What follows belongs to an exercise in optimizing a design on an open flow for small area, a short achievable clock period and few clock cycles; a production flow would make more cautious choices.
RTL that was checked went through simulation tests only; none was proved equivalent to the original.
Function not checked in runs 4 to 7: the RTL went through the layout flow alone.
No activity file was given, so power comes from the tool's default toggle rates.

==> run.sh <==
#!/bin/bash
# synth_recipe.tcl (not shown) runs the flow's synth.tcl, then flattens the netlist and writes it again
# the make line also repeats each setting of config.mk as NAME=value (left out here)
make -C /OpenROAD-flow-scripts/flow DESIGN_CONFIG=/design/flow/config.mk WORK_HOME=/design/flow/orfs CLKGATE_MAP_FILE= SYNTH_SCRIPT=/design/flow/synth_recipe.tcl finish
==> config.mk <==
export PLATFORM = sky130hd
export DESIGN_NAME = pcap_stream_deframer_core
export DESIGN_NICKNAME = pcap_stream_deframer_core
export VERILOG_FILES = /design/flow/design.v
export SDC_FILE = /design/flow/constraint.sdc
export NUM_CORES = 4
export LEC_CHECK = 0
export CAP_MARGIN = 20
export CORE_MARGIN = 2
export CORE_UTILIZATION = 40
export SLEW_MARGIN = 20
==> constraint.sdc <==
create_clock -name core_clock -period 5.5 [get_ports {clk}]
set_input_delay 1.1000 -clock core_clock [delete_from_list [all_inputs] [get_ports {clk}]]
set_output_delay 1.1000 -clock core_clock [all_outputs]
set_load 0.01 [all_outputs]
==> design.v <==
package psdf_pkg;
    localparam int unsigned CAP_W             = 19;
    localparam int unsigned OUT_DEPTH_DEFAULT = 1;
    localparam logic [CAP_W-1:0] MAX_CAP_RESET = 19'd65535;
endpackage
module pcap_stream_deframer_core
#(
    parameter int unsigned OUT_DEPTH = psdf_pkg::OUT_DEPTH_DEFAULT
)
(
    input  logic             clk,
    input  logic             rst_n,
    input  logic             s_tvalid,
    output logic             s_tready,
    input  logic [7:0]       s_tdata,    
    input  logic             s_tuser,    
    input  logic             s_tlast,    
    output logic             m_tvalid,
    input  logic             m_tready,
    output logic [159:0]     m_tdata,
    output logic [2:0]       m_tuser,    
    output logic             m_tlast,    
    input  logic             cfg_valid,
    output logic             cfg_ready,
    input  logic [psdf_pkg::CAP_W-1:0] cfg_data    
);
    localparam logic [1:0] PH_FILE = 2'd0;
    localparam logic [1:0] PH_REC  = 2'd1;
    localparam logic [1:0] PH_DATA = 2'd2;
    localparam logic [1:0] PH_STOP = 2'd3;
    logic        in_v, sk_v;
    logic [7:0]  in_b, sk_b;
    logic        in_bv, sk_bv;
    logic        in_eos, sk_eos;
    logic        o_v;
    logic [1:0]  o_kind;
    logic [3:0]  o_st;
    logic        o_lip;
    logic        o_loi;
    logic [1:0]  ph;
    logic [4:0]  idx;
    logic [1:0]  err;
    logic        nano;
    logic        gt;
    logic        hinz;
    logic [18:0] rem;
    logic [18:0] lim;
    logic [31:0] snap;
    logic [31:0] cnt;
    logic [95:0] sr;
    logic acc, go, pop, bstep, estep;
    assign s_tready  = !sk_v;
    assign cfg_ready = 1'b1;
    assign m_tvalid  = o_v;
    assign acc   = s_tvalid && !sk_v;
    assign go    = in_v && (!o_v || m_tready);
    assign bstep = go && in_bv;
    assign estep = go && !in_bv && in_eos;
    assign pop   = go && !(in_bv && in_eos);
    logic        fh_ok;
    logic [1:0]  fh_code;
    logic [1:0]  err_n;
    logic        rec_last;
    logic        over_lim;
    logic [3:0]  rec_st;
    logic        rem_one;
    logic        res;
    logic [1:0]  res_kind;
    logic [3:0]  res_st;
    logic        res_lip;
    logic        res_loi;
    logic [1:0]  ph_n;
    logic [4:0]  idx_n;
    logic        cnt_inc;
    logic        sr_en;
    logic        snap_en;
    logic        nano_n;
    always_comb
    begin
        case (idx)
            5'd0:    fh_ok = (in_b == 8'hd4) || (in_b == 8'h4d);
            5'd1:    fh_ok = in_b == (nano ? 8'h3c : 8'hc3);
            5'd2:    fh_ok = in_b == 8'hb2;
            5'd3:    fh_ok = in_b == 8'ha1;
            5'd4:    fh_ok = in_b == 8'h02;
            5'd5:    fh_ok = in_b == 8'h00;
            5'd6:    fh_ok = in_b == 8'h04;
            5'd7:    fh_ok = in_b == 8'h00;
            5'd20:   fh_ok = in_b == 8'h01;
            5'd21:   fh_ok = in_b == 8'h00;
            5'd22:   fh_ok = in_b == 8'h00;
            5'd23:   fh_ok = in_b[1:0] == 2'b00;
            default: fh_ok = 1'b1;
        endcase
        fh_code = idx[4] ? 2'd3 : (idx[2] ? 2'd2 : 2'd1);
        err_n   = (err == 2'd0 && !fh_ok) ? fh_code : err;
        over_lim = hinz || (rem > lim);
        rec_st   = gt ? 4'd4 : (over_lim ? 4'd5 : 4'd0);
        rec_last = idx[3:0] == 4'd15;
        rem_one  = rem == 19'd1;
        res      = 1'b0;
        res_kind = 2'd2;
        res_st   = 4'd0;
        res_lip  = 1'b0;
        res_loi  = 1'b1;
        ph_n     = ph;
        idx_n    = idx;
        cnt_inc  = 1'b0;
        sr_en    = 1'b0;
        snap_en  = 1'b0;
        nano_n   = nano;
        if (in_bv)
        begin
            case (ph)
                PH_FILE:
                begin
                    snap_en = idx[4:2] == 3'b100;
                    if (idx == 5'd0)
                        nano_n = in_b == 8'h4d;
                    else if (idx[4:2] == 3'b000 && !fh_ok)
                        nano_n = 1'b0;
                    if (idx == 5'd23)
                    begin
                        idx_n = 5'd0;
                        if (err_n != 2'd0)
                        begin
                            res    = 1'b1;
                            res_st = {2'b00, err_n};
                            ph_n   = PH_STOP;
                        end
                        else
                            ph_n = PH_REC;
                    end
                    else
                        idx_n = idx + 5'd1;
                end
                PH_REC:
                begin
                    sr_en   = idx[3:2] != 2'b10;
                    snap_en = idx[3:2] == 2'b10;
                    if (rec_last)
                    begin
                        idx_n = 5'd0;
                        res   = 1'b1;
                        if (rec_st != 4'd0)
                        begin
                            res_st = rec_st;
                            ph_n   = PH_STOP;
                        end
                        else
                        begin
                            res_kind = 2'd0;
                            res_loi  = !in_eos;
                            if (rem == 19'd0)
                            begin
                                res_lip = 1'b1;
                                cnt_inc = 1'b1;
                            end
                            else
                                ph_n = PH_DATA;
                        end
                    end
                    else
                        idx_n = idx + 5'd1;
                end
                PH_DATA:
                begin
                    sr_en    = 1'b1;
                    res      = 1'b1;
                    res_kind = 2'd1;
                    res_loi  = !in_eos;
                    if (rem_one)
                    begin
                        res_lip = 1'b1;
                        cnt_inc = 1'b1;
                        ph_n    = PH_REC;
                    end
                end
                default:
                begin
                end
            endcase
        end
        else if (in_eos && ph != PH_STOP)
        begin
            res  = 1'b1;
            ph_n = PH_STOP;
            case (ph)
                PH_FILE:
                begin
                    res_st = 4'd6;
                    nano_n = 1'b0;
                end
                PH_REC:  res_st = (idx != 5'd0) ? 4'd7 : 4'd9;
                default: res_st = 4'd8;
            endcase
        end
    end
    always_ff @(posedge clk or negedge rst_n)
    begin
        if (!rst_n)
        begin
            in_v <= 1'b0;
            sk_v <= 1'b0;
            o_v  <= 1'b0;
            ph   <= PH_FILE;
            idx  <= 5'd0;
            err  <= 2'd0;
            nano <= 1'b0;
            cnt  <= 32'd0;
            lim  <= psdf_pkg::MAX_CAP_RESET;
        end
        else
        begin
            if (pop)
            begin
                in_v <= sk_v || acc;
                sk_v <= 1'b0;
            end
            else if (acc)
            begin
                if (in_v)
                    sk_v <= 1'b1;
                else
                    in_v <= 1'b1;
            end
            if (go)
                o_v <= res;
            else if (m_tready)
                o_v <= 1'b0;
            if (go)
            begin
                ph   <= ph_n;
                idx  <= idx_n;
                nano <= nano_n;
                if (ph == PH_FILE && in_bv)
                    err <= err_n;
                if (cnt_inc)
                    cnt <= cnt + 32'd1;
            end
            if (cfg_valid)
                lim <= cfg_data;
        end
    end
    always_ff @(posedge clk)
    begin
        if (pop)
        begin
            if (sk_v)
            begin
                in_b   <= sk_b;
                in_bv  <= sk_bv;
                in_eos <= sk_eos;
            end
            else
            begin
                in_b   <= s_tdata;
                in_bv  <= s_tuser;
                in_eos <= s_tlast;
            end
        end
        else
        begin
            if (go)
                in_bv <= 1'b0;
            if (acc && !in_v)
            begin
                in_b   <= s_tdata;
                in_bv  <= s_tuser;
                in_eos <= s_tlast;
            end
        end
        if (acc && in_v && !pop)
        begin
            sk_b   <= s_tdata;
            sk_bv  <= s_tuser;
            sk_eos <= s_tlast;
        end
        if (go)
        begin
            o_kind <= res_kind;
            o_st   <= res_st;
            o_lip  <= res_lip;
            o_loi  <= res_loi;
        end
        if (bstep && sr_en)
            sr <= {in_b, sr[95:8]};
        if (bstep && snap_en)
            snap <= {(ph == PH_FILE) ? in_b : snap[7:0], snap[31:8]};
        if (bstep && ph == PH_REC && idx[3:2] == 2'b10)
        begin
            gt <= (in_b > snap[7:0]) || (in_b == snap[7:0] && gt && idx[1:0] != 2'd0);
            case (idx[1:0])
                2'd0: rem[7:0]   <= in_b;
                2'd1: rem[15:8]  <= in_b;
                2'd2:
                begin
                    rem[18:16] <= in_b[2:0];
                    hinz       <= in_b[7:3] != 5'd0;
                end
                default: hinz <= hinz || (in_b != 8'd0);
            endcase
        end
        if (bstep && ph == PH_DATA)
            rem <= rem - 19'd1;
    end
    logic is_hdr, is_pay;
    assign is_hdr = o_kind == 2'd0;
    assign is_pay = o_kind == 2'd1;
    assign m_tdata = {cnt,
                      o_st,
                      rem & {19{is_hdr}},
                      sr[95:64] & {32{is_hdr}},
                      nano,
                      sr[63:32] & {32{is_hdr}},
                      sr[31:0] & {32{is_hdr}},
                      sr[95:88] & {8{is_pay}}};
    assign m_tuser = {o_loi, o_kind};
    assign m_tlast = o_lip;
endmodule
==> impl_metrics.json, run 1 <==
{
  "status": "no timing/DRC/antenna violations",
  "maxCapViolations": 0,
  "ys_seq_area_share_pct": 61.2,
  "synth_cell_types": 70,
  "synth-xor-area-share_pct": 3.48,
  "die_w_um": 172,
  "peakVddDrop_v": 0.000236,
  "setup_viol": 0,
  "synth_mux_area_share_pct": 1.56,
  "cp-start-kind": "register",
  "worstPathRequired_ns": 4.40,
  "drive_above_1_share_pct": 7.43,
  "cts_tree": "done",
  "setup_tns_ns": 0,
  "grt_pass1_vias": 7413,
  "dpl.hpwl_um": 18400,
  "start_util_pct": 40.7,
  "drt-initial-drc-count": 511,
  "vias": 7857,
  "hold_path_depth": 0,
  "post_cts_resized": 0,
  "power_density_nw_per_um2": 262,
  "wire_per_inst_um": 17.1,
  "yosysWarnings": 1,
  "max_stage_delay_ns": 0.76,
  "dr.pass1.iters": 5,
  "synth_compound_area_share_pct": 7.87,
  "async_flop_share_pct": 26.6,
  "max_slew_margin_pct": 33.8,
  "post_cts_buffers": 0,
  "critical-path-top-delay-family": "buffers and inverters",
  "clk_transition_reported_paths_ns": 0.06,
  "yosys.area_share.simple_pct": 18.5,
  "ctsRootBufferMaster": "clkbuf_16",
  "rsz0062_at_grt": "no",
  "synth_edf_count": 177,
  "r2r_cells": 9,
  "gr-total-overflow": 0,
  "p_leak_nw": 5.39,
  "avgViaCountPerCell": 5.12,
  "clock-sinks": 241,
  "io_buffers": 199,
  "cts_hold_buf": 0,
  "holdPathEnd": "snap[6]",
  "die-area_um2": 29700,
  "ctsHtreeMaxLevel": 1,
  "nets": 1214,
  "clk_latency_ns": 0.53,
  "grt_pass1_wl_um": 40400,
  "path_cells": "nor2_4 -> buf_4 -> and2_1 -> clkdlybuf4s50_1",
  "hp-start": "snap[14]",
  "syn_nets": 1023,
  "pin_count": 201,
  "ys_ff_latch": 241,
  "clock.fmax_mhz": 249,
  "grt_max_degree": 85,
  "synth_fa_ha_area_share_pct": 4.42,
  "cp_max_fo": 53,
  "avgSynthCellArea_um2": 11.9,
  "min_path_type": "register to register",
  "post-route-period-util_pct": 73.2,
  "path_class": "register to primary output",
  "cp_data_arrival_time_ns": 2.92,
  "r2r_end": "cnt[15]",
  "timing.rr.start": "lim[14]",
  "report.final.slew_viol_count": 0,
  "die_h_um": 172,
  "diodes": 0,
  "place.gp.congestion": 0.851,
  "drc": 0,
  "coreArea_um2": 27900,
  "antenna_found_initial": 0,
  "num_rows": 61,
  "final_hold_viol_count": 0,
  "drt_wl_total_um": 26200,
  "syn_to_final_growth_pct": 28.6,
  "netlist_instances": 949,
  "endpoint_kind": "primary output",
  "r2r_slack_ns": 1.86,
  "synth_area_um2": 11300,
  "tightest_slew_ns": 0.986,
  "ant_nets": 0,
  "final_util_pct": 52.3,
  "grt_use_total_pct": 17.2,
  "worst-path-buf-inv": 2,
  "clock_skew_ns": 0.00937,
  "nFillCells": 2404,
  "clk_path_buf_depth": 3,
  "synth_ff_type": "edfxtp_1",
  "cts_buffers": 26,
  "min_period_ns": 4.02,
  "slowest_stage": "nor2_4",
  "synth_top_family_by_area": "simple AND/OR/NAND/NOR gates"
}
cell usage after synthesis (3+ instances only):
cell	instances	area share (%)
nand4_1	30	1.7
mux2_2	13	1.3
buf_4	3	0.20
o21ai_0	50	2.2
nor3b_1	3	0.20
xor2_1	18	1.4
a211oi_1	5	0.33
ha_1	40	4.4
o22ai_1	3	0.17
and3_1	10	0.55
o21a_1	5	0.33
a22oi_1	3	0.20
a21oi_1	32	1.4
o211ai_1	3	0.20
dfstp_2	16	3.7
and2_1	126	7.0
nor4_1	10	0.55
nor2b_1	9	0.50
inv_1	44	1.5
nor3_1	29	1.3
o31ai_1	4	0.26
nand2_1	74	2.5
o41ai_1	3	0.23
xnor2_1	27	2.1
clkbuf_1	37	1.2
nand4b_1	3	0.23
mux2i_1	3	0.26
nor2_1	34	1.1
nand3_1	27	1.2
or3_1	3	0.17
edfxtp_1	177	47
nand2b_1	5	0.28
and4_1	3	0.23
a31oi_1	10	0.55
dfrtp_1	48	11
worst max path at each step:
stage          cells after the start  slack, ns           to       from
6_report                           4       1.48  m_tdata[57]  o_kind[0]
5_1_grt                            4       1.22  m_tdata[48]  o_kind[0]
4_1_cts                            4       1.38  m_tdata[57]  o_kind[0]
3_5_place_dp                       8       1.72      sk_b[7]   m_tready
3_3_place_gp                       8       1.78      sk_b[4]   m_tready
2_1_floorplan                      4       1.15        sr[0]   m_tready
through the flow:
stage	cell area, um2	std cells	hold WS (ns)	power (mW)	worst slack, ns
detailed placement	13700	1490	0.405	2.08	1.72
finish	14600	1536	0.415	3.81	1.48
floorplan	11300	949	0.400	2.04	1.15
global placement	13700	1490	0.402	2.08	1.78
global route	14600	1536	0.424	3.95	1.22
CTS	14600	1536	0.417	3.87	1.38
cell type report:
class | instances | area [um2] | area share [%]
multi-input combinational | 621 | 4080 | 28.0
clock buffer | 39 | 761 | 5.22
timing repair buffer | 206 | 2050 | 14.1
inverter | 44 | 165 | 1.13
tap | 378 | 473 | 3.25
sequential | 241 | 6940 | 47.6
clock inverter | 7 | 108 | 0.738
metal layers:
layer | track usage, % | wire length, um | vias to the layer above
met2 | 27.9 | 12100 | 211
met4 | 4.09 | 572 | 0
met5 | 0.174 | 0 | -
li1 | - | - | 3796
met1 | 23.8 | 11900 | 3811
met3 | 3.23 | 1560 | 39
cell usage in the layout, fill, tap and decap left out, drive strengths merged, types with 8 or more instances in the layout:
cell type      synthesis  layout
dfstp                 16      16
ha                    40      40
nor2                  34      34
nor3                  29      29
mux2                  13      13
nand3                 27      27
xor2                  18      18
inv                   44      44
clkbuf                37      39
a21oi                 33      33
nand2                 74      74
xnor2                 27      27
edfxtp               177     177
and2                 126     126
nor4                  12      12
buf                    6       8
clkdlybuf4s50          0     198
o21ai                 50      50
nand4                 30      30
dfrtp                 48      48
nor2b                  9       9
a31oi                 10      10
and3                  10      10
registers in the layout, indices dropped and copies added (netlist names), 5 cells and up:
register  flops
snap         32
lim          19
cnt          32
idx           5
rem          19
sk_b          8
sr           96
in_b          8
power by group:
group / internal [mW] / total, mW / switching (mW)
sequential: 1.95 / 1.96 / 0.00323
clock: 1.09 / 1.77 / 0.682
combinational: 0.0412 / 0.0879 / 0.0466
total: 3.08 / 3.81 / 0.732
cell families (layout without fill, tap and decap cells):
| logic type | after synthesis | count (layout) |
|---|---|---|
| AND/OR/NAND/NOR | 378 | 378 |
| other | 1 | 1 |
| XOR/XNOR | 45 | 45 |
| buffers and inverters | 87 | 296 |
| AO/OA/AOI/OAI | 141 | 141 |
| adder cells (fa/ha/maj) | 40 | 40 |
| flip-flops | 241 | 241 |
| multiplexers | 16 | 16 |
Testbench counts, summed over its fixed seeds: cycles 241,439.
==> inputs of run 2 (changes only) <==
--- a/config.mk
+++ b/config.mk
@@ -8,4 +8,5 @@
 export CAP_MARGIN = 20
 export CORE_MARGIN = 2
 export CORE_UTILIZATION = 40
+export SETUP_SLACK_MARGIN = 2.5
 export SLEW_MARGIN = 20
==> impl_metrics.json, run 2 <==
{
  "max_slew_margin_pct": 36.7,
  "grt_pass1_vias": 7880,
  "yosys-top-cells-count": "edfxtp_1 (177), and2_1 (126), nand2_1 (74), o21ai_0 (50), dfrtp_1 (48)",
  "coreArea_um2": 27900,
  "path_cells": "nor2_4 -> buf_6 -> buf_12 -> buf_12 -> buf_6 -> buf_16 -> buf_6 -> and2_4 -> buf_6",
  "cts_hold_buf": 0,
  "nets": 1294,
  "grt_max_degree": 65,
  "place.gp.congestion": 0.855,
  "finalPower_mw": 3.87,
  "final_cell_mix": "edfxtp_1 (177), buf_6 (101), and2_4 (83)",
  "wire_per_inst_um": 18.0,
  "vias": 8264,
  "drt-initial-drc-count": 633,
  "clk_transition_reported_paths_ns": 0.06,
  "min_period_ns": 3.21,
  "antenna_found_initial": 0,
  "cp_data_arrival_time_ns": 2.11,
  "layout_commonest_cell": "edfxtp_1",
  "ctsRootBufferMaster": "clkbuf_16",
  "syn_to_final_growth_pct": 41.6,
  "nFillCells": 2287,
  "slowest_stage": "edfxtp_1",
  "post-route-period-util_pct": 58.3,
  "ys_ff_latch": 241,
  "final_hold_viol_count": 0,
  "cp_common_cell": "buf_6",
  "fin_ws_ns": 2.29,
  "tightest_slew_ns": 0.950,
  "cts_tree": "done",
  "dpl.hpwl_um": 18900,
  "ys_seq_area_share_pct": 61.2,
  "reg_top3": "sr x96, cnt x32, snap x32",
  "setup_viol": 0,
  "synth_area_um2": 11300,
  "min_path_type": "register to register",
  "gr-total-overflow": 0,
  "io_buffers": 199,
  "dp_slack_ns": 1.84,
  "p_leak_nw": 6.42,
  "die-area_um2": 29700,
  "synth_area_leaders": "edfxtp_1 (47%), dfrtp_1 (11%), and2_1 (7.0%)",
  "clock-sinks": 241,
  "status": "no timing/DRC/antenna violations",
  "ctsHtreeMaxLevel": 1,
  "clk_latency_ns": 0.54,
  "largest_register": "sr",
  "diodes": 0,
  "clk_path_buf_depth": 3,
  "die_h_um": 172,
  "synth_cell_types": 70,
  "largest_reg_flops": 96,
  "path_class": "register to primary output",
  "pin_count": 201,
  "drc": 0,
  "max_stage_delay_ns": 0.46,
  "synth_ff_type": "edfxtp_1",
  "avgViaCountPerCell": 5.10,
  "peakVddDrop_v": 0.000242,
  "worstPathRequired_ns": 4.40,
  "report.final.slew_viol_count": 0,
  "ant_nets": 0,
  "clock.fmax_mhz": 312,
  "clock_skew_ns": 0.0212,
  "async_flop_share_pct": 26.6,
  "synth_top_area_cell": "edfxtp_1",
  "setup_tns_ns": 0,
  "cp_max_fo": 4,
  "power_density_nw_per_um2": 241,
  "dr.pass1.iters": 5,
  "grt_pass1_wl_um": 43500,
  "grt_use_total_pct": 18.7,
  "die_w_um": 172,
  "drive_above_1_share_pct": 31.2,
  "num_rows": 61,
  "maxCapViolations": 0,
  "avgSynthCellArea_um2": 11.9,
  "critical-path-top-delay-family": "buffers and inverters",
  "drt_wl_total_um": 29200,
  "yosysMostFrequentCell": "edfxtp_1",
  "syn_nets": 1023,
  "rsz0062_at_grt": "yes",
  "cts_buffers": 27,
  "start_util_pct": 40.7,
  "cp-start-kind": "register",
  "synth_top_area_share_pct": 46.9,
  "synth_edf_count": 177,
  "yosysWarnings": 1,
  "netlist_instances": 949,
  "worst-path-buf-inv": 7,
  "endpoint_kind": "primary output"
}
run 2: through the flow:
stage	hold WS (ns)	util, %	cells	cell area, um2
after floorplan	0.400	-	949	11400
after global placement	0.401	49.2	1490	13700
after detailed placement	0.405	49.3	1491	13700
after CTS	0.418	54.2	1588	15100
after global routing	0.421	57.6	1619	16000
final	0.416	57.6	1619	16000
run 2: timing repair:
item | CTS | global route
pin swaps | 21 | 52
resized for setup | 429 | 249
setup buffers | 36 | 30
setup endpoints to repair | 145 | 174
gates cloned | 11 | 1
run 2: final timing paths:
check / startpoint / to / slack [ns] / cells after the start
min: snap[23] / snap[15] / 0.42 / 0
min in group asynchronous: rst_n / lim[16] / 0.77 / 2
max reg2reg: rem[14] / cnt[15] / 2.45 / 8
max: o_kind[0] / m_tdata[26] / 2.29 / 9
max in group asynchronous: rst_n / nano / 4.10 / 2
min reg2reg: snap[23] / snap[15] / 0.42 / 0
run 2: cells by family (layout without fill, tap and decap cells):
group / count (synthesis) / after routing / synth area share (%)
and+or+nand+nor: 378 / 379 / 18.5
DFF: 241 / 241 / 61.2
AOI/OAI and AO/OA: 141 / 141 / 7.87
buffers and inverters: 87 / 378 / 2.99
xor gates and xnor gates: 45 / 45 / 3.48
adders and majority gates: 40 / 40 / 4.42
muxes: 16 / 16 / 1.56
other: 1 / 1 / 0.0331
run 2: per-layer routing:
metal,wire length [um],track usage (%)
met5,0,0
met4,727,4.82
met3,1460,2.88
met2,14100,30.4
met1,13000,26.2
run 2: power breakdown:
group	switching (mW)	internal, mW	leakage (nW)	total (mW)
Sequential	0.00372	1.95	2.40	1.96
Clock	0.706	1.10	0.436	1.81
Combinational	0.0515	0.0477	3.59	0.0992
run 2: layout make-up:
cell class                      instances  area [um2]  share of cell area (%)
Sequential cell                       241        6940                    43.2
Clock buffer                           37         723                    4.51
Tap cell                              378         473                    2.95
Multi-Input combinational cell        622        4560                    28.4
Timing Repair Buffer                  284        3030                    18.9
Clock inverter                         13         165                    1.03
Inverter                               44         165                    1.03
==> inputs of run 3 (changes only) <==
--- a/config.mk
+++ b/config.mk
@@ -5,8 +5,9 @@
 export SDC_FILE = /design/flow/constraint.sdc
 export NUM_CORES = 4
 export LEC_CHECK = 0
+export ABC_CLOCK_PERIOD_IN_PS = 2300
 export CAP_MARGIN = 20
 export CORE_MARGIN = 2
 export CORE_UTILIZATION = 40
-export SETUP_SLACK_MARGIN = 2.5
+export SETUP_SLACK_MARGIN = 3.2
 export SLEW_MARGIN = 20
==> impl_metrics.json, run 3 <==
{
  "status": "no timing/DRC/antenna violations",
  "antenna_found_initial": 1,
  "ys_seq_area_share_pct": 61.2,
  "die_h_um": 172,
  "hold_path_depth": 0,
  "die_w_um": 172,
  "switching_power_mw": 0.817,
  "critical-path-top-delay-family": "buffers and inverters",
  "cp-start-kind": "register",
  "dr.pass1.iters": 5,
  "layout_commonest_cell": "edfxtp_1",
  "wire_per_inst_um": 19.0,
  "clock-sinks": 241,
  "synth_area_leaders": "edfxtp_1 (47%), dfrtp_1 (11%), and2_1 (7.0%)",
  "post-route-period-util_pct": 57.7,
  "place.gp.congestion": 0.861,
  "nFillCells": 2154,
  "worst-path-buf-inv": 8,
  "met1_length_um": 14400,
  "hp-start": "snap[16]",
  "ys_ff_latch": 241,
  "ctsHtreeMaxLevel": 1,
  "power.internal_mw": 3.11,
  "async_flop_share_pct": 26.6,
  "ant_nets": 0,
  "p_comb_share_pct": 3.3,
  "setup_tns_ns": 0,
  "netlist_instances": 949,
  "max_slew_margin_pct": 41.8,
  "r2r_slack_ns": 2.53,
  "min_period_ns": 3.17,
  "synth_ff_type": "edfxtp_1",
  "maxCapViolations": 0,
  "p_leak_nw": 7.27,
  "yosys-top-cells-count": "edfxtp_1 (177), and2_1 (126), nand2_1 (74), o21ai_0 (50), dfrtp_1 (48)",
  "drive_above_1_share_pct": 44.6,
  "cts_tree": "done",
  "diodes": 0,
  "clk_latency_ns": 0.54,
  "dp_slack_ns": 1.93,
  "drt_wl_total_um": 32600,
  "report.final.slew_viol_count": 0,
  "dpl.hpwl_um": 18900,
  "clock.fmax_mhz": 315,
  "synth_top_area_share_pct": 46.9,
  "clk_path_buf_depth": 3,
  "synth_cell_types": 70,
  "holdPathEnd": "snap[8]",
  "num_rows": 61,
  "seq_power_share_pct": 49.9,
  "fin_hold_ws_ns": 0.413,
  "gr-total-overflow": 0,
  "peakVddDrop_v": 0.000199,
  "r2r_cells": 9,
  "yosysMostFrequentCell": "edfxtp_1",
  "die-area_um2": 29700,
  "min_path_type": "register to register",
  "r2r_end": "cnt[15]",
  "avgViaCountPerCell": 5.17,
  "final_hold_viol_count": 0,
  "vias": 8868,
  "dr_wl_met3_um": 1770,
  "final_cell_mix": "edfxtp_1 (177), buf_6 (127), buf_4 (107)",
  "avgSynthCellArea_um2": 11.9,
  "routed.top_layer": "met4",
  "setup_viol": 0,
  "ctsRootBufferMaster": "clkbuf_16",
  "synth_area_um2": 11300,
  "startpoint": "o_kind[0]",
  "clk_transition_reported_paths_ns": 0.06,
  "met2WireLength_um": 15700,
  "worstPathRequired_ns": 4.40,
  "synth_edf_count": 177,
  "yosysWarnings": 1,
  "drc": 0,
  "cp_max_fo": 4,
  "netSwitchingFraction_pct": 20.8,
  "cp_common_cell": "buf_6",
  "max_stage_delay_ns": 0.42,
  "tightest_slew_ns": 0.873,
  "slowest_stage": "edfxtp_1",
  "synth_top_area_cell": "edfxtp_1",
  "start_util_pct": 40.7,
  "reg_top3": "sr x96, cnt x32, snap x32",
  "syn_nets": 1023,
  "endpoint_kind": "primary output",
  "fin_ws_ns": 2.33,
  "pin_count": 201,
  "clock_skew_ns": 0.0224,
  "io_buffers": 199,
  "largest_register": "sr",
  "drt-initial-drc-count": 580,
  "power_density_nw_per_um2": 227,
  "path_cells": "buf_6 -> nor2_4 -> buf_6 -> buf_8 -> buf_6 -> buf_6 -> buf_6 -> buf_6 -> and2_4 -> buf_6",
  "rsz0062_at_grt": "yes",
  "cts_buffers": 27,
  "timing.rr.start": "rem[1]",
  "p_clk_share_pct": 46.8,
  "cts_hold_buf": 0,
  "grt_pass1_vias": 8727,
  "largest_reg_flops": 96,
  "coreArea_um2": 27900,
  "grt_use_total_pct": 20.8,
  "cp_data_arrival_time_ns": 2.07,
  "path_class": "register to primary output",
  "nets": 1391,
  "syn_to_final_growth_pct": 53.0,
  "grt_pass1_wl_um": 48200,
  "grt_max_degree": 65
}
[run 3: cell counts after synthesis]
Identical to the previous run, type by type.
[run 3: final cells by class]
type / instances / area (um2) / share of cell area [%]
sequential: 241 / 6950 / 40.1
multi-input combinational: 625 / 5140 / 29.6
timing repair buffer: 378 / 3700 / 21.4
clock buffer: 28 / 679 / 3.92
tap: 378 / 473 / 2.73
clock inverter: 21 / 223 / 1.28
inverter: 44 / 173 / 0.996
[run 3: cells by family after synthesis]
family	synth area share, %
AO/OA/AOI/OAI	7.87
AND/OR/NAND/NOR	18.5
adder cells (fa/ha/maj)	4.42
XOR/XNOR	3.48
flip-flops	61.2
other	0.0331
multiplexers	1.56
buffers and inverters	2.99
[run 3: power by group through the flow]
stage | registers, mW | logic (mW) | clock network [mW]
floorplan | 1.99 | 0.0457 | 0
global placement | 1.99 | 0.0903 | 0
detailed placement | 1.99 | 0.0923 | 0
CTS | 1.96 | 0.115 | 1.87
global route | 1.96 | 0.145 | 1.95
finish | 1.96 | 0.129 | 1.84
[run 3: metal layers]
layer | up-vias | global-route usage, %
met5 | - | 0
met4 | 0 | 5.96
met3 | 59 | 3.18
met2 | 294 | 34.9
met1 | 4326 | 28.1
li1 | 4189 | -
[run 3: repair_timing]
item / in CTS / in global routing
pin swaps: 61 / 69
buffers inserted: 126 / 30
cloned: 10 / 8
resized for setup: 679 / 292
endpoints found under the setup margin: 412 / 263
[run 3: stage by stage]
step	power (mW)	area, um2	cells	utilization (%)
after detailed placement	2.09	13900	1492	50.0
after global placement	2.08	13900	1492	50.0
after global routing	4.05	17300	1715	62.2
final	3.93	17300	1715	62.2
after floorplan	2.04	11600	949	-
after CTS	3.94	16700	1677	60.0
[run 3: worst register-to-register path, delay by kind of cell (launching register included)]
kind,cells,cell delay [ns]
compound gates,1,0.36
xor+xnor,1,0.14
fa+ha+maj,1,0.23
buf+inv,2,0.37
flops,1,0.48
simple gates,4,1.27
[run 3: worst max path at each step]
stage,end,slack (ns),depth (start not counted)
2_1_floorplan,sr[0],1.32,4
3_3_place_gp,m_tdata[77],1.93,4
3_5_place_dp,m_tdata[65],1.93,4
4_1_cts,m_tdata[17],2.30,8
5_1_grt,m_tdata[22],2.27,8
6_report,m_tdata[35],2.33,10
==> inputs of run 4 (changes only) <==
--- a/design.v
+++ b/design.v
@@ -33,7 +33,8 @@
     logic        in_bv, sk_bv;
     logic        in_eos, sk_eos;
     logic        o_v;
-    logic [1:0]  o_kind;
+    logic        o_hdr;      
+    logic        o_pay;      
     logic [3:0]  o_st;
     logic        o_lip;
     logic        o_loi;
@@ -43,6 +44,8 @@
     logic        nano;
     logic        gt;
     logic        hinz;
+    logic        over_lim;   
+    logic        rem_zero;   
     logic [18:0] rem;
     logic [18:0] lim;
     logic [31:0] snap;
@@ -61,7 +64,6 @@
     logic [1:0]  fh_code;
     logic [1:0]  err_n;
     logic        rec_last;
-    logic        over_lim;
     logic [3:0]  rec_st;
     logic        rem_one;
     logic        res;
@@ -94,7 +96,6 @@
         endcase
         fh_code = idx[4] ? 2'd3 : (idx[2] ? 2'd2 : 2'd1);
         err_n   = (err == 2'd0 && !fh_ok) ? fh_code : err;
-        over_lim = hinz || (rem > lim);
         rec_st   = gt ? 4'd4 : (over_lim ? 4'd5 : 4'd0);
         rec_last = idx[3:0] == 4'd15;
         rem_one  = rem == 19'd1;
@@ -151,7 +152,7 @@
                         begin
                             res_kind = 2'd0;
                             res_loi  = !in_eos;
-                            if (rem == 19'd0)
+                            if (rem_zero)
                             begin
                                 res_lip = 1'b1;
                                 cnt_inc = 1'b1;
@@ -278,7 +279,8 @@
         end
         if (go)
         begin
-            o_kind <= res_kind;
+            o_hdr  <= res_kind == 2'd0;
+            o_pay  <= res_kind == 2'd1;
             o_st   <= res_st;
             o_lip  <= res_lip;
             o_loi  <= res_loi;
@@ -303,10 +305,12 @@
         end
         if (bstep && ph == PH_DATA)
             rem <= rem - 19'd1;
+        over_lim <= hinz || (rem > lim);
+        rem_zero <= rem == 19'd0;
     end
     logic is_hdr, is_pay;
-    assign is_hdr = o_kind == 2'd0;
-    assign is_pay = o_kind == 2'd1;
+    assign is_hdr = o_hdr;
+    assign is_pay = o_pay;
     assign m_tdata = {cnt,
                       o_st,
                       rem & {19{is_hdr}},
@@ -315,6 +319,6 @@
                       sr[63:32] & {32{is_hdr}},
                       sr[31:0] & {32{is_hdr}},
                       sr[95:88] & {8{is_pay}}};
-    assign m_tuser = {o_loi, o_kind};
+    assign m_tuser = {o_loi, !(o_hdr || o_pay), o_pay};
     assign m_tlast = o_lip;
 endmodule
--- a/config.mk
+++ b/config.mk
@@ -5,9 +5,8 @@
 export SDC_FILE = /design/flow/constraint.sdc
 export NUM_CORES = 4
 export LEC_CHECK = 0
-export ABC_CLOCK_PERIOD_IN_PS = 2300
 export CAP_MARGIN = 20
 export CORE_MARGIN = 2
 export CORE_UTILIZATION = 40
-export SETUP_SLACK_MARGIN = 3.2
+export SETUP_SLACK_MARGIN = 3.0
 export SLEW_MARGIN = 20
==> impl_metrics.json, run 4 <==
{
  "status": "no timing/DRC/antenna violations",
  "p_leak_nw": 6.50,
  "multi_input_area_um2": 4440,
  "die-area_um2": 29500,
  "nFillCells": 2333,
  "clk_transition_reported_paths_ns": 0.06,
  "clk_path_buf_depth": 3,
  "ctsHtreeMaxLevel": 1,
  "power.internal_mw": 3.05,
  "ant_nets": 0,
  "die_h_um": 172,
  "antenna_found_initial": 3,
  "path_class": "register to primary output",
  "clock.fmax_mhz": 337,
  "switching_power_mw": 0.742,
  "min_period_ns": 2.96,
  "coreArea_um2": 27800,
  "synth_top_area_cell": "edfxtp_1",
  "regArea_um2": 6990,
  "syn_nets": 991,
  "cp-start-kind": "register",
  "wire_per_inst_um": 18.5,
  "grt_max_degree": 65,
  "vias": 8065,
  "clk_latency_ns": 0.53,
  "reg_top3": "sr x96, cnt x32, snap x32",
  "peakVddDrop_v": 0.000195,
  "seq_power_share_pct": 52.1,
  "num_rows": 61,
  "async_flop_share_pct": 26.3,
  "yosysWarnings": 1,
  "report.final.slew_viol_count": 0,
  "synth_cell_types": 71,
  "ctsRootBufferMaster": "clkbuf_16",
  "endpoint_kind": "primary output",
  "post-route-period-util_pct": 53.9,
  "worst-path-buf-inv": 6,
  "clock-sinks": 243,
  "dpl.hpwl_um": 17800,
  "nets": 1274,
  "netlist_instances": 915,
  "grt_pass1_vias": 7631,
  "cp_max_fo": 7,
  "maxCapViolations": 0,
  "synth_area_leaders": "edfxtp_1 (47%), dfrtp_1 (11%), and2_1 (7.1%)",
  "grt_pass1_wl_um": 43600,
  "pin_count": 201,
  "yosysMostFrequentCell": "edfxtp_1",
  "p_clk_share_pct": 45.8,
  "path_cells": "buf_12 -> buf_6 -> buf_12 -> buf_16 -> buf_12 -> and2_4 -> buf_6",
  "clock_skew_ns": 0.0116,
  "cts_buffers": 26,
  "ys_seq_area_share_pct": 61.9,
  "largest_register": "sr",
  "dpl.cell_count": 1465,
  "drc": 0,
  "worstPathRequired_ns": 4.40,
  "avgViaCountPerCell": 5.05,
  "critical-path-top-delay-family": "buffers and inverters",
  "layout_commonest_cell": "edfxtp_1",
  "cp_common_cell": "buf_12",
  "start_util_pct": 40.5,
  "cts_tree": "done",
  "diodes": 0,
  "max_stage_delay_ns": 0.41,
  "place.gp.congestion": 0.833,
  "yosys-top-cells-count": "edfxtp_1 (177), and2_1 (127), nand2_1 (68), dfrtp_1 (48), o21ai_0 (45)",
  "synth_edf_count": 177,
  "final_hold_viol_count": 0,
  "ys_ff_latch": 243,
  "setup_viol": 0,
  "p_comb_share_pct": 2.2,
  "netSwitchingFraction_pct": 19.6,
  "syn_to_final_growth_pct": 40.7,
  "tightest_slew_ns": 0.840,
  "io_buffers": 199,
  "gr-total-overflow": 0,
  "max_slew_margin_pct": 44.0,
  "avgSynthCellArea_um2": 12.3,
  "slowest_stage": "edfxtp_1",
  "cp_data_arrival_time_ns": 1.86,
  "die_w_um": 172,
  "min_path_type": "register to register",
  "setup_tns_ns": 0,
  "drive_above_1_share_pct": 34.0,
  "dr.pass1.iters": 5,
  "drt-initial-drc-count": 617,
  "final_cell_mix": "edfxtp_1 (177), buf_6 (104), and2_4 (81)",
  "final_cells": 1596,
  "power_density_nw_per_um2": 239,
  "synth_area_um2": 11300,
  "synth_top_area_share_pct": 47.2,
  "largest_reg_flops": 96,
  "synth_ff_type": "edfxtp_1",
  "rsz0062_at_grt": "yes",
  "grt_use_total_pct": 19.0,
  "drt_wl_total_um": 29600
}
run 4: worst paths after layout:
check	start	endpoint	slack, ns	cells after the start
worst max-delay path	o_hdr	m_tdata[76]	2.54	7
worst min-delay path	snap[15]	snap[7]	0.42	0
worst max register to register	idx[4]	o_st[1]	2.73	8
worst min register to register	snap[15]	snap[7]	0.42	0
max in group asynchronous	rst_n	idx[2]	4.09	2
min in group asynchronous	rst_n	cnt[25]	0.75	2
run 4: layout make-up:
| type | instances | share of cell area (%) |
|---|---|---|
| multi-input combinational | 596 | 28.0 |
| inverter | 42 | 1.07 |
| clock inverter | 13 | 0.852 |
| tap | 378 | 2.98 |
| timing repair buffer | 289 | 18.6 |
| clock buffer | 35 | 4.45 |
| sequential | 243 | 44.1 |
run 4: cell families (layout without fill, tap and decap cells):
family                     count (synthesis)  after routing  share of synthesized area [%]
xor gates and xnor gates                  49             49                           3.81
DFF                                      243            243                           61.9
AOI/OAI and AO/OA                        137            138                           7.72
adders and majority gates                 42             42                           4.67
other                                      1              1                         0.0333
and+or+nand+nor                          346            347                           17.1
muxes                                     19             19                           1.91
buffers and inverters                     78            379                           2.84
run 4: power by group through the flow:
stage	registers, mW	clock network [mW]	logic [mW]
final	1.97	1.73	0.0828
after global routing	1.97	1.85	0.0952
after CTS	1.97	1.77	0.0843
after detailed placement	2.01	0	0.0837
after global placement	2.01	0	0.0819
after floorplan	2.01	0	0.0398
run 4: layer usage:
| layer | track usage, % | vias up | wire (um) |
|---|---|---|---|
| met5 | 0 | - | 0 |
| met4 | 3.69 | 0 | 533 |
| met3 | 2.99 | 37 | 1650 |
| li1 | - | 3842 | - |
| met1 | 26.6 | 3942 | 13200 |
| met2 | 31.7 | 244 | 14200 |
run 4: repair_timing:
action                     4_1_cts  5_1_grt
pin swaps                       14       13
resized for setup              484      275
cloned                          12        4
buffers inserted                49       18
setup endpoints to repair      358      272
hold buffers                     0        0
run 4: per-stage QoR:
stage               util (%)  power [mW]  setup slack [ns]  cell area (um2)  hold slack, ns
floorplan                  -        2.05              2.04            11300           0.400
global placement        49.3        2.09              1.90            13700           0.401
detailed placement      49.3        2.09              1.86            13700           0.405
CTS                     55.0        3.83              2.48            15300           0.419
global route            57.1        3.91              2.51            15900           0.426
finish                  57.1        3.79              2.54            15900           0.415
==> inputs of run 5 (changes only) <==
--- a/design.v
+++ b/design.v
@@ -28,13 +28,13 @@
     localparam logic [1:0] PH_REC  = 2'd1;
     localparam logic [1:0] PH_DATA = 2'd2;
     localparam logic [1:0] PH_STOP = 2'd3;
-    logic        in_v, sk_v;
+    logic        in_v, sk_v, rdy;
     logic [7:0]  in_b, sk_b;
     logic        in_bv, sk_bv;
     logic        in_eos, sk_eos;
     logic        o_v;
-    logic        o_hdr;      
     logic        o_pay;      
+    logic        o_stat;     
     logic [3:0]  o_st;
     logic        o_lip;
     logic        o_loi;
@@ -47,18 +47,19 @@
     logic        over_lim;   
     logic        rem_zero;   
     logic [18:0] rem;
+    logic [18:0] cl;
     logic [18:0] lim;
     logic [31:0] snap;
     logic [31:0] cnt;
     logic [95:0] sr;
-    logic acc, go, pop, bstep, estep;
-    assign s_tready  = !sk_v;
+    logic [7:0]  pb;
+    logic acc, go, pop, bstep;
+    assign s_tready  = rdy;
     assign cfg_ready = 1'b1;
     assign m_tvalid  = o_v;
-    assign acc   = s_tvalid && !sk_v;
+    assign acc   = s_tvalid && rdy;
     assign go    = in_v && (!o_v || m_tready);
     assign bstep = go && in_bv;
-    assign estep = go && !in_bv && in_eos;
     assign pop   = go && !(in_bv && in_eos);
     logic        fh_ok;
     logic [1:0]  fh_code;
@@ -66,15 +67,17 @@
     logic        rec_last;
     logic [3:0]  rec_st;
     logic        rem_one;
+    logic        cap_byte;
     logic        res;
-    logic [1:0]  res_kind;
+    logic        res_pay;
+    logic        res_stat;
     logic [3:0]  res_st;
     logic        res_lip;
     logic        res_loi;
     logic [1:0]  ph_n;
     logic [4:0]  idx_n;
     logic        cnt_inc;
-    logic        sr_en;
+    logic        sr_sh;
     logic        snap_en;
     logic        nano_n;
     always_comb
@@ -99,15 +102,17 @@
         rec_st   = gt ? 4'd4 : (over_lim ? 4'd5 : 4'd0);
         rec_last = idx[3:0] == 4'd15;
         rem_one  = rem == 19'd1;
+        cap_byte = idx[3:2] == 2'b10;
         res      = 1'b0;
-        res_kind = 2'd2;
+        res_pay  = 1'b0;
+        res_stat = 1'b1;
         res_st   = 4'd0;
         res_lip  = 1'b0;
         res_loi  = 1'b1;
         ph_n     = ph;
         idx_n    = idx;
         cnt_inc  = 1'b0;
-        sr_en    = 1'b0;
+        sr_sh    = 1'b0;
         snap_en  = 1'b0;
         nano_n   = nano;
         if (in_bv)
@@ -137,8 +142,8 @@
                 end
                 PH_REC:
                 begin
-                    sr_en   = idx[3:2] != 2'b10;
-                    snap_en = idx[3:2] == 2'b10;
+                    sr_sh   = !cap_byte;
+                    snap_en = cap_byte;
                     if (rec_last)
                     begin
                         idx_n = 5'd0;
@@ -147,10 +152,11 @@
                         begin
                             res_st = rec_st;
                             ph_n   = PH_STOP;
+                            sr_sh  = 1'b0;
                         end
                         else
                         begin
-                            res_kind = 2'd0;
+                            res_stat = 1'b0;
                             res_loi  = !in_eos;
                             if (rem_zero)
                             begin
@@ -166,9 +172,9 @@
                 end
                 PH_DATA:
                 begin
-                    sr_en    = 1'b1;
                     res      = 1'b1;
-                    res_kind = 2'd1;
+                    res_pay  = 1'b1;
+                    res_stat = 1'b0;
                     res_loi  = !in_eos;
                     if (rem_one)
                     begin
@@ -203,6 +209,7 @@
         begin
             in_v <= 1'b0;
             sk_v <= 1'b0;
+            rdy  <= 1'b1;
             o_v  <= 1'b0;
             ph   <= PH_FILE;
             idx  <= 5'd0;
@@ -217,11 +224,15 @@
             begin
                 in_v <= sk_v || acc;
                 sk_v <= 1'b0;
+                rdy  <= 1'b1;
             end
             else if (acc)
             begin
                 if (in_v)
+                begin
                     sk_v <= 1'b1;
+                    rdy  <= 1'b0;
+                end
                 else
                     in_v <= 1'b1;
             end
@@ -279,17 +290,35 @@
         end
         if (go)
         begin
-            o_hdr  <= res_kind == 2'd0;
-            o_pay  <= res_kind == 2'd1;
+            o_pay  <= res_pay;
+            o_stat <= res_stat;
             o_st   <= res_st;
             o_lip  <= res_lip;
             o_loi  <= res_loi;
         end
-        if (bstep && sr_en)
-            sr <= {in_b, sr[95:8]};
+        if (go)
+        begin
+            if (sr_sh)
+                sr <= {in_b, sr[95:8]};
+            else if (res && (res_stat || res_pay))
+                sr <= 96'd0;
+            if (res)
+                pb <= res_pay ? in_b : 8'd0;
+            if (bstep && ph == PH_REC && cap_byte)
+            begin
+                case (idx[1:0])
+                    2'd0: cl[7:0]   <= in_b;
+                    2'd1: cl[15:8]  <= in_b;
+                    2'd2: cl[18:16] <= in_b[2:0];
+                    default: ;
+                endcase
+            end
+            else if (res && (res_stat || res_pay))
+                cl <= 19'd0;
+        end
         if (bstep && snap_en)
             snap <= {(ph == PH_FILE) ? in_b : snap[7:0], snap[31:8]};
-        if (bstep && ph == PH_REC && idx[3:2] == 2'b10)
+        if (bstep && ph == PH_REC && cap_byte)
         begin
             gt <= (in_b > snap[7:0]) || (in_b == snap[7:0] && gt && idx[1:0] != 2'd0);
             case (idx[1:0])
@@ -308,17 +337,7 @@
         over_lim <= hinz || (rem > lim);
         rem_zero <= rem == 19'd0;
     end
-    logic is_hdr, is_pay;
-    assign is_hdr = o_hdr;
-    assign is_pay = o_pay;
-    assign m_tdata = {cnt,
-                      o_st,
-                      rem & {19{is_hdr}},
-                      sr[95:64] & {32{is_hdr}},
-                      nano,
-                      sr[63:32] & {32{is_hdr}},
-                      sr[31:0] & {32{is_hdr}},
-                      sr[95:88] & {8{is_pay}}};
-    assign m_tuser = {o_loi, !(o_hdr || o_pay), o_pay};
+    assign m_tdata = {cnt, o_st, cl, sr[95:64], nano, sr[63:32], sr[31:0], pb};
+    assign m_tuser = {o_loi, o_stat, o_pay};
     assign m_tlast = o_lip;
 endmodule
==> impl_metrics.json, run 5 <==
{
  "synth_cell_types": 76,
  "clock_skew_ns": 0.0142,
  "vias": 8657,
  "wire_per_inst_um": 18.7,
  "setup_viol": 0,
  "peakVddDrop_v": 0.000220,
  "grt_pass1_vias": 8651,
  "largest_register": "sr",
  "clk_path_buf_depth": 3,
  "grt_max_degree": 74,
  "synth_top_area_share_pct": 49.5,
  "clk_transition_reported_paths_ns": 0.06,
  "synth_ff_type": "edfxtp_1",
  "die_w_um": 180,
  "synth_top_area_cell": "edfxtp_1",
  "final_cell_mix": "edfxtp_1 (204), dlygate4sd2_1 (163), and2_1 (107)",
  "drt-initial-drc-count": 522,
  "io_buffers": 199,
  "antenna_found_initial": 0,
  "synth_area_leaders": "edfxtp_1 (50%), dfrtp_1 (9.7%), and2_1 (5.4%)",
  "cp-start-kind": "register",
  "status": "no timing/DRC/antenna violations",
  "drt_wl_total_um": 31000,
  "yosys-top-cells-count": "edfxtp_1 (204), and2_1 (107), nand2_1 (81), nor2_1 (59)",
  "pin_count": 201,
  "yosysWarnings": 1,
  "final_hold_viol_count": 0,
  "tightest_slew_ns": 0.837,
  "syn_to_final_growth_pct": 31.5,
  "hp-start": "snap[18]",
  "gr-total-overflow": 0,
  "syn_nets": 1084,
  "yosysMostFrequentCell": "edfxtp_1",
  "drive_above_1_share_pct": 16.4,
  "hold_path_depth": 0,
  "ant_nets": 0,
  "nets": 1318,
  "place.gp.congestion": 0.928,
  "async_flop_share_pct": 24.0,
  "layout_commonest_cell": "edfxtp_1",
  "final_util_pct": 53.3,
  "holdPathEnd": "snap[10]",
  "path_class": "register to register",
  "avgSynthCellArea_um2": 12.3,
  "reg_top3": "sr x96, cnt x32, snap x32",
  "synth_edf_count": 204,
  "grt_use_total_pct": 18.8,
  "ys_ff_latch": 271,
  "dr.pass1.iters": 5,
  "max_stage_delay_ns": 0.54,
  "grt_pass1_wl_um": 48900,
  "cp_max_fo": 23,
  "setup_tns_ns": 0,
  "clock.fmax_mhz": 341,
  "cts_hold_buf": 0,
  "endpoint_kind": "register",
  "power_density_nw_per_um2": 258,
  "largest_reg_flops": 96,
  "num_rows": 64,
  "netlist_instances": 1010,
  "cts_tree": "done",
  "avgViaCountPerCell": 5.21,
  "dpl.hpwl_um": 20400,
  "slowest_stage": "or4bb_1",
  "drc": 0,
  "ys_seq_area_share_pct": 63.2,
  "clock-sinks": 271,
  "clk_latency_ns": 0.55,
  "path_cells": "inv_2 -> ha_4 -> or4bb_1 -> a31oi_4 -> nor2b_1 -> a211o_1 -> and3_4 -> a21oi_4 -> a221o_4 -> buf_12",
  "r2r_slack_ns": 2.57,
  "report.final.slew_viol_count": 0,
  "p_leak_nw": 7.07,
  "nFillCells": 2682,
  "ctsHtreeMaxLevel": 1,
  "ctsRootBufferMaster": "clkbuf_16",
  "diodes": 0,
  "coreArea_um2": 30500,
  "synth_area_um2": 12400,
  "maxCapViolations": 0,
  "min_path_type": "register to register",
  "r2r_end": "sr[27]",
  "cts_buffers": 29,
  "worstPathRequired_ns": 5.80,
  "r2r_cells": 10,
  "min_period_ns": 2.93,
  "die-area_um2": 32400,
  "start_util_pct": 40.6,
  "die_h_um": 180,
  "post-route-period-util_pct": 53.3,
  "cp_data_arrival_time_ns": 3.23,
  "rsz0062_at_grt": "yes",
  "timing.rr.start": "idx[1]",
  "max_slew_margin_pct": 44.2
}
## run 5: how the worst max path moves through the flow
| stage | from | endpoint | slack [ns] |
|---|---|---|---|
| after global routing | idx[0] | sr[27] | 2.49 |
| after CTS | idx[1] | sr[1] | 2.60 |
| after global placement | m_tready | sr[66] | 1.78 |
| final | idx[1] | sr[27] | 2.57 |
| after detailed placement | ph[1] | sr[80] | 1.70 |
| after floorplan | idx[0] | sr[0] | 2.42 |
## run 5: worst max-delay path, delay by kind of cell, from the launching register on
kind	cells	cell delay [ns]
compound gates	4	0.92
simple gates	3	0.90
flops	1	0.41
buf+inv	2	0.27
fa+ha+maj	1	0.16
## run 5: through the flow
step	setup WS (ns)	total power [mW]	area [um2]	std cells	hold WS, ns
after floorplan	2.42	2.28	12500	1010	0.400
after global placement	1.78	2.32	14800	1562	0.401
after detailed placement	1.70	2.33	14800	1563	0.405
after CTS	2.60	4.25	16100	1657	0.416
after global routing	2.49	4.34	16300	1663	0.417
final	2.57	4.20	16300	1663	0.417
## run 5: timing repair
action	in CTS	in global routing
buffers inserted	33	6
endpoints found under the setup margin	440	240
resized for setup	221	22
gates cloned	7	0
pin swaps	10	4
## run 5: routing by layer
metal / GRT usage [%] / wire, um / vias to the layer above
met1: 25.9 / 13500 / 4230
met5: 0 / 0 / -
li1: - / - / 4090
met2: 30.7 / 14700 / 283
met4: 5.40 / 798 / 0
met3: 3.26 / 1990 / 54
## run 5: final cells by class
class	count	area, um2	area share [%]
clock inverter	16	144	0.884
timing repair buffer	246	2220	13.7
tap	396	495	3.05
multi-input combinational	646	4580	28.2
sequential	271	7830	48.1
clock buffer	38	790	4.85
inverter	50	206	1.27
## run 5: cell families (layout without fill, tap and decap cells)
kind of cell | Yosys count | count (layout) | share of synthesized area, %
buffers and inverters | 99 | 350 | 3.29
AND/OR/NAND/NOR | 387 | 387 | 17.1
multiplexers | 17 | 17 | 1.51
other | 1 | 1 | 0.0303
adder cells (fa/ha/maj) | 40 | 40 | 4.04
flip-flops | 271 | 271 | 63.2
XOR/XNOR | 49 | 49 | 3.47
AO/OA/AOI/OAI | 146 | 152 | 7.38
## run 5: power breakdown
| group | switching (mW) | total (mW) | leakage, nW | internal [mW] |
|---|---|---|---|---|
| Combinational | 0.0404 | 0.0801 | 3.71 | 0.0397 |
| Sequential | 0.00343 | 2.20 | 2.90 | 2.20 |
| Clock | 0.810 | 1.92 | 0.459 | 1.11 |
==> inputs of run 6 (changes only) <==
==> flow/run.sh (new file) <==
#!/bin/bash
# The standard layout (standard.sh: the standard flow's synthesis and ORFS flow, with
# config.mk's settings), with one change: the port buffers that ORFS puts
# on every input and output are buf_2 cells instead of the cell buffer_ports
# picks by itself.
set -euo pipefail
export BUFFER_PORTS_ARGS="-buffer_cell sky130_fd_sc_hd__buf_2"
bash standard.sh > standard_flow.log 2>&1
==> standard.sh (new file) <==
#!/bin/bash
# synth_recipe.tcl (not shown) runs the flow's synth.tcl, then flattens the netlist and writes it again
# the make line also repeats each setting of config.mk as NAME=value (left out here)
make -C /OpenROAD-flow-scripts/flow DESIGN_CONFIG=/design/flow/config.mk WORK_HOME=/design/flow/orfs CLKGATE_MAP_FILE= SYNTH_SCRIPT=/design/flow/synth_recipe.tcl "${@:-finish}"
--- a/config.mk
+++ b/config.mk
@@ -10,3 +10,4 @@
 export CORE_UTILIZATION = 40
 export SETUP_SLACK_MARGIN = 3.0
 export SLEW_MARGIN = 20
+export TNS_END_PERCENT = 10
removed: run.sh
==> impl_metrics.json, run 6 <==
{
  "final_cells": 1644,
  "die_w_um": 180,
  "pin_count": 201,
  "avgViaCountPerCell": 5.14,
  "power_density_nw_per_um2": 279,
  "syn_nets": 1084,
  "die_h_um": 180,
  "synth_area_leaders": "edfxtp_1 (50%), dfrtp_1 (9.7%), and2_1 (5.4%)",
  "syn_to_final_growth_pct": 23.1,
  "cp_max_fo": 13,
  "final_cell_mix": "edfxtp_1 (204), buf_2 (199), and2_1 (107)",
  "cp-start-kind": "register",
  "path_class": "register to register",
  "setup_tns_ns": 0,
  "peakVddDrop_v": 0.000197,
  "maxCapViolations": 0,
  "yosysMostFrequentCell": "edfxtp_1",
  "rsz0062_at_grt": "yes",
  "grt_use_total_pct": 18.4,
  "holdPathEnd": "snap[6]",
  "wire_per_inst_um": 18.4,
  "worstPathRequired_ns": 5.82,
  "max_stage_delay_ns": 0.52,
  "reg_top3": "sr x96, cnt x32, snap x32",
  "dpl.cell_count": 1562,
  "netlist_instances": 1010,
  "synth_top_area_share_pct": 49.5,
  "die-area_um2": 32400,
  "cts_hold_buf": 0,
  "cts_tree": "done",
  "grt_max_degree": 96,
  "worst-path-buf-inv": 3,
  "avgSynthCellArea_um2": 12.3,
  "endpoint_kind": "register",
  "p_leak_nw": 6.59,
  "drt_wl_total_um": 30200,
  "vias": 8448,
  "dpl.hpwl_um": 20200,
  "ys_ff_latch": 271,
  "drt-initial-drc-count": 690,
  "largest_register": "sr",
  "ant_nets": 0,
  "nets": 1298,
  "largest_reg_flops": 96,
  "yosys-top-cells-count": "edfxtp_1 (204), and2_1 (107), nand2_1 (81), nor2_1 (59)",
  "r2r_cells": 11,
  "start_util_pct": 40.6,
  "tightest_slew_ns": 0.931,
  "drive_above_1_share_pct": 28.4,
  "clk_latency_ns": 0.57,
  "drc": 0,
  "status": "no timing/DRC/antenna violations",
  "antenna_found_initial": 0,
  "dr.pass1.iters": 5,
  "layout_commonest_cell": "edfxtp_1",
  "report.final.slew_viol_count": 0,
  "diodes": 0,
  "clock_skew_ns": 0.0191,
  "final_util_pct": 49.9,
  "async_flop_share_pct": 24.0,
  "io_buffers": 199,
  "critical-path-top-delay-family": "simple AND/OR/NAND/NOR gates",
  "grt_pass1_wl_um": 47700,
  "ys_seq_area_share_pct": 63.2,
  "gr-total-overflow": 0,
  "min_path_type": "register to register",
  "synth_top_area_cell": "edfxtp_1",
  "multi_input_area_um2": 4360,
  "r2r_slack_ns": 2.49,
  "synth_area_um2": 12400,
  "setup_viol": 0,
  "timing.rr.start": "idx[1]",
  "finalPower_mw": 4.25,
  "synth_cell_types": 76,
  "num_rows": 64,
  "clock.fmax_mhz": 332,
  "nFillCells": 2721,
  "cts_buffers": 30,
  "synth_edf_count": 204,
  "place.gp.congestion": 0.877,
  "hp-start": "snap[14]",
  "regArea_um2": 7820,
  "clk_path_buf_depth": 3,
  "yosysWarnings": 1,
  "r2r_end": "sr[55]",
  "ctsRootBufferMaster": "clkbuf_16",
  "grt_pass1_vias": 8282,
  "slowest_stage": "or4bb_1",
  "max_slew_margin_pct": 37.9,
  "cp_data_arrival_time_ns": 3.33,
  "ctsHtreeMaxLevel": 1,
  "path_cells": "inv_2 -> ha_4 -> or4bb_1 -> a31oi_2 -> nor2b_2 -> a211o_1 -> and3_4 -> a21oi_4 -> a221o_4 -> buf_12 -> buf_16",
  "min_period_ns": 3.01,
  "synth_ff_type": "edfxtp_1",
  "clock-sinks": 271,
  "clk_transition_reported_paths_ns": 0.06,
  "coreArea_um2": 30500,
  "final_hold_viol_count": 0,
  "post-route-period-util_pct": 54.7,
  "hold_path_depth": 0
}
==> run 6: cell counts after synthesis <==
Identical to the previous run, type by type.
==> run 6: final cells by class <==
class | count | share of cell area [%]
clock buffers | 47 | 5.96
clock inverters | 9 | 0.542
inverters | 50 | 1.26
multi-input cells | 642 | 28.6
flip-flops and latches | 271 | 51.3
well taps | 396 | 3.25
repair buffers | 229 | 9.01
==> run 6: cells by family (layout without fill, tap and decap cells) <==
logic type / after synthesis / in the layout / synth area share (%)
AND/OR/NAND/NOR: 387 / 387 / 17.1
flip-flops: 271 / 271 / 63.2
AO/OA/AOI/OAI: 146 / 148 / 7.38
buffers and inverters: 99 / 335 / 3.29
XOR/XNOR: 49 / 49 / 3.47
adder cells (fa/ha/maj): 40 / 40 / 4.04
multiplexers: 17 / 17 / 1.51
other: 1 / 1 / 0.0303
==> run 6: report_power, final <==
group	total [mW]	switching [mW]	internal [mW]
clock	1.97	0.799	1.18
sequential	2.20	0.00327	2.20
combinational	0.0691	0.0410	0.0281
total	4.25	0.843	3.40
==> run 6: worst max path at each step <==
stage,startpoint,end,depth (start not counted)
2_1_floorplan,idx[0],sr[0],8
3_3_place_gp,idx[0],sr[2],9
5_1_grt,idx[1],sr[55],11
4_1_cts,idx[1],sr[14],11
3_5_place_dp,ph[0],sr[2],8
6_report,idx[1],sr[55],11
==> run 6: repair_timing <==
action / in CTS / in global routing
endpoints found under the setup margin: 245 / 297
gates cloned: 6 / 0
setup buffers: 20 / 0
pin swaps: 7 / 1
resized for setup: 36 / 5
==> run 6: per-stage QoR <==
stage | hold WS (ns) | instance area [um2] | setup slack (ns)
floorplan | 0.400 | 12400 | 2.42
global placement | 0.400 | 13700 | 1.57
detailed placement | 0.405 | 13700 | 1.53
CTS | 0.415 | 15200 | 2.56
global route | 0.415 | 15200 | 2.44
finish | 0.410 | 15200 | 2.49
==> run 6: layer usage <==
metal | global-route usage [%] | up-vias | wire [um]
li1 | - | 4047 | -
met1 | 25.7 | 4096 | 13300
met2 | 29.3 | 252 | 14100
met3 | 3.12 | 53 | 1840
met4 | 5.89 | 0 | 976
met5 | 0 | - | 0
==> inputs of run 7 (changes only) <==
--- a/config.mk
+++ b/config.mk
@@ -8,6 +8,9 @@
 export CAP_MARGIN = 20
 export CORE_MARGIN = 2
 export CORE_UTILIZATION = 40
+export CTS_BUF_LIST = sky130_fd_sc_hd__clkbuf_4 sky130_fd_sc_hd__clkbuf_8
+export CTS_CLUSTER_DIAMETER = 60
+export CTS_CLUSTER_SIZE = 30
 export SETUP_SLACK_MARGIN = 3.0
 export SLEW_MARGIN = 20
 export TNS_END_PERCENT = 10
==> impl_metrics.json, run 7 <==
{
  "r2r_slack_ns": 2.45,
  "drt-initial-drc-count": 821,
  "synth_top_area_share_pct": 49.5,
  "dr.pass1.iters": 6,
  "cp-start-kind": "register",
  "reg_top3": "sr x96, cnt x32, snap x32",
  "worst-path-buf-inv": 3,
  "synth_top_area_cell": "edfxtp_1",
  "async_flop_share_pct": 24.0,
  "rsz0062_at_grt": "yes",
  "clk_transition_reported_paths_ns": 0.11,
  "antenna_found_initial": 0,
  "largest_reg_flops": 96,
  "slowest_stage": "or4bb_4",
  "clock-sinks": 271,
  "critical-path-top-delay-family": "simple AND/OR/NAND/NOR gates",
  "io_buffers": 199,
  "num_rows": 64,
  "max_slew_margin_pct": 37.4,
  "diodes": 0,
  "die_h_um": 180,
  "largest_register": "sr",
  "final_cells": 1638,
  "finalPower_mw": 3.59,
  "drive_above_1_share_pct": 29.6,
  "yosysWarnings": 1,
  "post-route-period-util_pct": 55.4,
  "vias": 8447,
  "drt_wl_total_um": 30600,
  "start_util_pct": 40.6,
  "die_w_um": 180,
  "power_density_nw_per_um2": 241,
  "min_path_type": "register to register",
  "synth_cell_types": 76,
  "synth_area_um2": 12400,
  "ctsRootBufferMaster": "clkbuf_8",
  "yosysMostFrequentCell": "edfxtp_1",
  "dpl.cell_count": 1562,
  "dp_slack_ns": 1.53,
  "pin_count": 201,
  "setup_tns_ns": 0,
  "ant_nets": 0,
  "avgSynthCellArea_um2": 12.3,
  "place.gp.congestion": 0.877,
  "ctsHtreeMaxLevel": 1,
  "cp_data_arrival_time_ns": 3.39,
  "cts_buffers": 23,
  "clk_path_buf_depth": 3,
  "final_cell_mix": "edfxtp_1 (204), buf_2 (199), and2_1 (107)",
  "grt_pass1_vias": 8178,
  "synth_area_leaders": "edfxtp_1 (50%), dfrtp_1 (9.7%), and2_1 (5.4%)",
  "layout_commonest_cell": "edfxtp_1",
  "syn_nets": 1084,
  "max_stage_delay_ns": 0.55,
  "synth_edf_count": 204,
  "report.final.slew_viol_count": 0,
  "die-area_um2": 32400,
  "cts_hold_buf": 0,
  "setup_viol": 0,
  "synth_ff_type": "edfxtp_1",
  "p_leak_nw": 6.41,
  "status": "no timing/DRC/antenna violations",
  "coreArea_um2": 30500,
  "dpl.hpwl_um": 20200,
  "nets": 1299,
  "endpoint_kind": "register",
  "cts_tree": "done",
  "netlist_instances": 1010,
  "peakVddDrop_v": 0.000152,
  "final_hold_viol_count": 0,
  "ys_ff_latch": 271,
  "min_period_ns": 3.05,
  "maxCapViolations": 0,
  "syn_to_final_growth_pct": 20.1,
  "clk_latency_ns": 0.59,
  "cp_common_cell": "buf_6",
  "grt_max_degree": 96,
  "tightest_slew_ns": 0.939,
  "path_cells": "inv_2 -> ha_4 -> or4bb_4 -> a31oi_4 -> nor2b_4 -> a211o_1 -> and3_4 -> a21oi_4 -> a221o_4 -> buf_6 -> buf_6",
  "clock.fmax_mhz": 328,
  "grt_pass1_wl_um": 47400,
  "path_class": "register to register",
  "grt_use_total_pct": 18.3,
  "final_util_pct": 48.7,
  "ys_seq_area_share_pct": 63.2,
  "avgViaCountPerCell": 5.16,
  "cp_max_fo": 5,
  "worstPathRequired_ns": 5.85,
  "fin_ws_ns": 2.45,
  "clock_skew_ns": 0.0285,
  "gr-total-overflow": 0,
  "yosys-top-cells-count": "edfxtp_1 (204), and2_1 (107), nand2_1 (81), nor2_1 (59)",
  "wire_per_inst_um": 18.7,
  "drc": 0
}
==> run 7: path summary, 6_finish.rpt <==
check	from	to	depth (start not counted)
min reg2reg	snap[26]	snap[18]	0
min in group asynchronous	rst_n	lim[18]	2
max	idx[1]	sr[75]	11
max in group asynchronous	rst_n	idx[2]	2
min	snap[26]	snap[18]	0
max reg2reg	idx[1]	sr[75]	11
==> run 7: per-layer routing <==
layer	global-route usage [%]	share of wire, %	up-vias
li1	-	-	4041
met1	25.7	45	4156
met2	29.7	48	218
met3	2.88	5.6	32
met4	4.78	1.7	0
met5	0	0	-
==> run 7: cells by family after synthesis <==
logic type | count (synthesis) | synth area share (%)
muxes | 17 | 1.51
other | 1 | 0.0303
xor gates and xnor gates | 49 | 3.47
and+or+nand+nor | 387 | 17.1
AOI/OAI and AO/OA | 146 | 7.38
DFF | 271 | 63.2
adders and majority gates | 40 | 4.04
buffers and inverters | 99 | 3.29
==> run 7: final cells by class <==
cell class / instances / area [um2]
multi-input cells: 645 / 4470
clock inverters: 18 / 223
fillers: 2757 / 15600
well taps: 396 / 495
clock buffers: 24 / 324
repair buffers: 234 / 1340
inverters: 50 / 191
flip-flops and latches: 271 / 7820
==> run 7: metrics by stage <==
stage                     hold slack (ns)  cell area [um2]
after global placement              0.400            13700
after CTS                           0.431            14700
after global routing                0.435            14900
after detailed placement            0.405            13700
after floorplan                     0.400            12400
final                               0.422            14900
==> run 7: worst register-to-register path, cell delays in order (launching register included) <==
cell and delay (ns):
dfrtp_2 0.46, inv_2 0.08, ha_4 0.18, or4bb_4 0.55
a31oi_4 0.19, nor2b_4 0.16, a211o_1 0.12, and3_4 0.21
a21oi_4 0.07, a221o_4 0.54, buf_6 0.16, buf_6 0.11
==> run 7: power breakdown <==
| part | total, mW | leakage (nW) | internal (mW) | switching [mW] |
|---|---|---|---|---|
| sequential | 2.20 | 2.90 | 2.20 | 0.00333 |
| clock | 1.32 | 0.281 | 0.548 | 0.771 |
| combinational | 0.0689 | 3.23 | 0.0281 | 0.0408 |
| total | 3.59 | 6.41 | 2.77 | 0.815 |
==> run 7: repair_timing <==
item	4_1_cts	5_1_grt
cloned	3	3
pin swaps	8	4
resized for setup	34	21
endpoints found under the setup margin	214	274
endpoints found under the hold margin	0	0
buffers inserted	22	6

-- afterwards: timing with drivers on the ports --
How much do the figures lean on ideal ports? The routed layouts below were timed once more, with nothing changed but the port constraints.
Step 1 assumes that a clkbuf_16 drives the clock port and a buf_2 every other input.
Step 2, shift: input delay + t, output delay - t, t = (earliest + latest rising clock arrival at the registers) / 2. This alone moves slack from input paths to output paths.
a / b / c = ideal ports / drivers / drivers and shift; a / b = the first two.
| run | t (ns) | setup WS [ns] | hold WS [ns] | slew at the worst register clock pin (ns) | worst data-port slew with drivers (ns) |
|---|---|---|---|---|---|
| run 1 | 0.571 | 1.477 / 1.429 / 1.734 | 0.415 / 0.415 / 0.415 | 0.06 / 0.06 | 0.05 |
| run 2 | 0.577 | 2.292 / 2.242 / 2.060 | 0.416 / 0.416 / 0.416 | 0.06 / 0.06 | 0.05 |
| run 3 | 0.581 | 2.327 / 2.276 / 2.338 | 0.413 / 0.413 / 0.413 | 0.07 / 0.07 | 0.03 |
| run 4 | 0.568 | 2.536 / 2.489 / 2.529 | 0.415 / 0.415 / 0.415 | 0.06 / 0.06 | 0.06 |
| run 5 | 0.595 | 2.568 / 2.568 / 2.066 | 0.417 / 0.417 / 0.417 | 0.06 / 0.06 | 0.04 |
| run 6 | 0.605 | 2.492 / 2.492 / 2.042 | 0.410 / 0.410 / 0.410 | 0.06 / 0.06 | 0.04 |
| run 7 | 0.621 | 2.452 / 2.452 / 1.984 | 0.422 / 0.422 / 0.422 | 0.12 / 0.12 | 0.04 |
After both steps setup and hold are still met in every run listed. The setup slack of run 5, which loses most, moves by 0.000 ns with the drivers and by -0.502 ns with both steps.
